What follows belongs to an exercise in optimizing a design on an open flow for small area and a short achievable clock period; a production flow would make more cautious choices. RTL that was checked went through simulation tests only; none was proved equivalent to the original.

== alpha ==
## md_scheduler
module md_scheduler #(
    parameter int MULT_LAT = 5,
    parameter int DIV_LAT  = 10,
    parameter int CNT_W    = 4
) (
    input  logic                 clk_i,
    input  logic                 reset_n_i,
    input  logic                 start,
    input  logic [2:0]           mdop,
    input  logic [31:0]          rs_val,
    input  logic [31:0]          rt_val,
    input  logic                 md_use_d,
    output logic                 busy,
    output logic                 done,
    output logic                 stall,
    output logic [31:0]          hi,
    output logic [31:0]          lo
);
    localparam int W = 34;
    localparam logic [16:0] LA = 17'h07F80;
    logic             busy_q;
    logic [CNT_W-1:0] cnt_q;
    logic             div_q, sgn_q, sx_q;
    logic             issue_ok, op_mult, op_div, op_mthi, op_mtlo, last;
    assign op_mult  = (mdop[2:1] == 2'b00);
    assign op_div   = (mdop[2:1] == 2'b01);
    assign op_mthi  = (mdop == 3'b100);
    assign op_mtlo  = (mdop == 3'b101);
  ...
For scale: about 2000 cells after synthesis, roughly 170 flip-flops, about 16000 um^2 of cells after synthesis.
==> flow/config.mk <==
export PLATFORM = sky130hd
export DESIGN_NAME = md_scheduler
export DESIGN_NICKNAME = md_scheduler
export VERILOG_FILES = /design/flow/design.v
export SDC_FILE = /design/flow/constraint.sdc
export NUM_CORES = 4
export LEC_CHECK = 0
export ABC_AREA = 1
export CAP_MARGIN = 20
export CORE_MARGIN = 2
export CORE_UTILIZATION = 40
export GPL_TIMING_DRIVEN = 0
export SLEW_MARGIN = 20
==> flow/constraint.sdc <==
create_clock -name core_clock -period 110.0 [get_ports {clk_i}]
set_input_delay 22.0000 -clock core_clock [delete_from_list [all_inputs] [get_ports {clk_i}]]
set_output_delay 22.0000 -clock core_clock [all_outputs]
set_load 0.01 [all_outputs]
standard.sh (not shown) runs the stock make flow with config.mk's settings and CLKGATE_MAP_FILE= SYNTH_SCRIPT=/design/flow/synth_recipe.tcl, a recipe that flattens the netlist after the stock synthesis.
==> flow/flow/run.sh <==
#!/bin/bash
set -o pipefail
export BUFFER_PORTS_ARGS="-buffer_cell sky130_fd_sc_hd__buf_1"
export CTS_ARGS="-sink_clustering_enable -repair_clock_nets -dont_use_dummy_load -buf_list sky130_fd_sc_hd__clkbuf_8 -sink_buffer_max_cap_derate 0.5"
bash standard.sh finish > standard.log 2>&1
Every stage of the flow completed for alpha, and the final layout passed the timing, design-rule and antenna checks.
[inputs] beta vs alpha
Settings: GPL_TIMING_DRIVEN: 0 -> unset.
==> comparison <==
Looking at startpoint of the most critical setup path, the mdop[2] result is from beta; the cnt_q[0] one comes from alpha.
Compared to alpha, beta has maximum net fanout on the critical path 7 lower.
Going from alpha to beta, design area shrinks by 1.9%.
As far as share of synthesized cell area in and, or, nand and nor gates goes, beta and alpha are indistinguishable; the numbers are identical.
Inputs modified between beta and gamma:
==> flow/flow/run.sh <==
#!/bin/bash
set -o pipefail

export BUFFER_PORTS_ARGS="-buffer_cell sky130_fd_sc_hd__buf_1"
bash standard.sh finish > standard.log 2>&1
--- outcome ---
## Diff of input files: delta against gamma
==> flow/flow/run.sh <==
#!/bin/bash
set -o pipefail
export BUFFER_PORTS_ARGS="-buffer_cell sky130_fd_sc_hd__buf_1"
export CTS_ARGS="-sink_clustering_enable -repair_clock_nets -dont_use_dummy_load"
bash standard.sh finish > standard.log 2>&1
Notes after the runs:
- Per the comparison of delta with gamma, via count of the first global-routing pass ~0 delta, highest achievable clock rate ~0 delta, sequential share of layout area +0.24 points.
- There was hardly any difference in fraction of the cycle the final worst path needs between gamma and delta.
- Comparing gamma against delta, there is no change at all in sequential cell count.
- gamma -> delta: total detailed-routing wirelength flat

========
## main
Another version of the RTL of md_scheduler (not shown whole).
Size in the first run: roughly 2,000 cells after synthesis, ~170 flip-flops, ~140 I/O pins, about 16,000 sq um of cells after synthesis.
==> flow/config.mk <==
export PLATFORM = sky130hd
export DESIGN_NAME = md_scheduler
export DESIGN_NICKNAME = md_scheduler
export VERILOG_FILES = /design/flow/design.v
export SDC_FILE = /design/flow/constraint.sdc
export NUM_CORES = 4
export LEC_CHECK = 0
export ABC_AREA = 1
export CAP_MARGIN = 0
export CORE_MARGIN = 2
export CORE_UTILIZATION = 40
export SLEW_MARGIN = 0
==> flow/constraint.sdc <==
create_clock -name core_clock -period 110.0 [get_ports {clk_i}]
set_input_delay 22.0000 -clock core_clock [delete_from_list [all_inputs] [get_ports {clk_i}]]
set_output_delay 22.0000 -clock core_clock [all_outputs]
set_load 0.01 [all_outputs]
==> flow/flow/run.sh <==
#!/bin/bash
set -o pipefail

export BUFFER_PORTS_ARGS="-buffer_cell sky130_fd_sc_hd__buf_1"
bash standard.sh finish > standard.log 2>&1
> inputs changed (main -> the feature branch)
Settings: SLEW_MARGIN changed from 0 to 20; CAP_MARGIN changed from 0 to 20; CTS_BUF_LIST newly set to sky130_fd_sc_hd__clkbuf_8 sky130_fd_sc_hd__clkbuf_16.
## What came out
[compare] base=main new=the feature branch: clock buffer count went down by 2; number of detailed-route iterations in the first pass went down by 2. The feature branch -> main: final instance count without filler cells delta 0, exact match. The feature branch against main: transition time at the pin with the least slew margin level; maximum frequency ~0 delta; portion of the clock cycle consumed by the worst path in the final layout shows no meaningful change. The feature branch against main: longest individual stage delay on the worst path ~0 delta, wire length on met2 ~0 delta, clock insertion delay at the later pin of the skew report ~0 delta.
No functional check of the RTL was part of any run of this note.

========
## v6
md_scheduler, a different RTL version from the one above (not shown whole).
Size in the first run: about 2000 cells after synthesis, roughly 180 flip-flops.
==> flow/design.v (excerpt) <==
module md_scheduler #(
    parameter int MULT_LAT = 5,
    parameter int DIV_LAT  = 10,
    parameter int CNT_W    = 4
) (
    input  logic                 clk_i,
    input  logic                 reset_n_i,
    input  logic                 start,
    input  logic [2:0]           mdop,
    input  logic [31:0]          rs_val,
    input  logic [31:0]          rt_val,
    input  logic                 md_use_d,
    output logic                 busy,
    output logic                 done,
    output logic                 stall,
    output logic [31:0]          hi,
    output logic [31:0]          lo
);
Settings: LEC_CHECK=0, CAP_MARGIN=20, CORE_MARGIN=2, CORE_UTILIZATION=40, SLEW_MARGIN=20; clock period 110.0 ns.
run.sh (not shown) runs the stock make flow with config.mk's settings and CLKGATE_MAP_FILE= SYNTH_SCRIPT=/design/flow/synth_recipe.tcl, a recipe that flattens the netlist after the stock synthesis.
Stock flow here: none of the scripts above is used.
Relative to v6, the following input files were edited for v7:
==> flow/flow/run.sh (new file) <==
#!/bin/bash
set -o pipefail
cp standard.sh standard_sh_copy.log
export BUFFER_PORTS_ARGS="-buffer_cell sky130_fd_sc_hd__buf_1"
bash standard.sh finish > standard.log 2>&1
==> flow/standard.sh (new file) <==
#!/bin/bash
# synth_recipe.tcl (not shown) runs the flow's synth.tcl, then flattens the netlist and writes it again
# the make line also repeats each setting of config.mk as NAME=value (left out here)
make -C /OpenROAD-flow-scripts/flow DESIGN_CONFIG=/design/flow/config.mk WORK_HOME=/design/flow/orfs CLKGATE_MAP_FILE= SYNTH_SCRIPT=/design/flow/synth_recipe.tcl "${@:-finish}"
removed: flow/run.sh
## What came out
Each of the runs, namely v6 and v7, reached the end of the flow and came out clean. On wire length on met2, the higher figure sits with v6, not v7. v6 → v7: via count has increased; detail-routed via count per cell has increased; clock tree buffer count of the final layout has decreased; routability congestion estimate from global placement has increased. On final wirelength: between v6 and v7, it ends up higher for v6. Compared v6 against v7; worst-case clock skew within noise. Cmp v6 and v7 / post-route minimum period / higher: v6.

-- separate check: timing with driven ports --
The results above use ideal ports. As a check the final layouts listed here were re-extracted and re-timed, cells and wires unchanged.
Step 1, drivers: a clkbuf_16 drives clk_i and a buf_2 each remaining input, both assumed.
Step 2 also shifts input and output timing later by t, the mid clock arrival at the registers, as if the neighbouring blocks saw the same clock.
Three values: no drivers, after step 1, after step 2; two values: the first two.
run	t (ns)	setup WS [ns]	worst setup path at the end	clock arrival spread, ns
alpha	0.570	65.338 / 65.333 / 65.333	input to output	0.048 / 0.048
beta	0.529	65.451 / 65.428 / 65.428	input to output	0.050 / 0.050
gamma	0.494	65.453 / 65.430 / 65.430	input to output	0.018 / 0.017
delta	0.487	65.454 / 65.431 / 65.431	input to output	0.032 / 0.033
main	0.532	65.028 / 65.000 / 65.000	input to output	0.018 / 0.018
the feature branch	0.531	65.028 / 65.000 / 65.000	input to output	0.018 / 0.018
v6	0.512	64.365 / 64.340 / 64.340	input to output	0.015 / 0.015
v7	0.516	64.948 / 64.948 / 64.948	register to register	0.016 / 0.016
After both steps setup and hold are still met in every run listed.
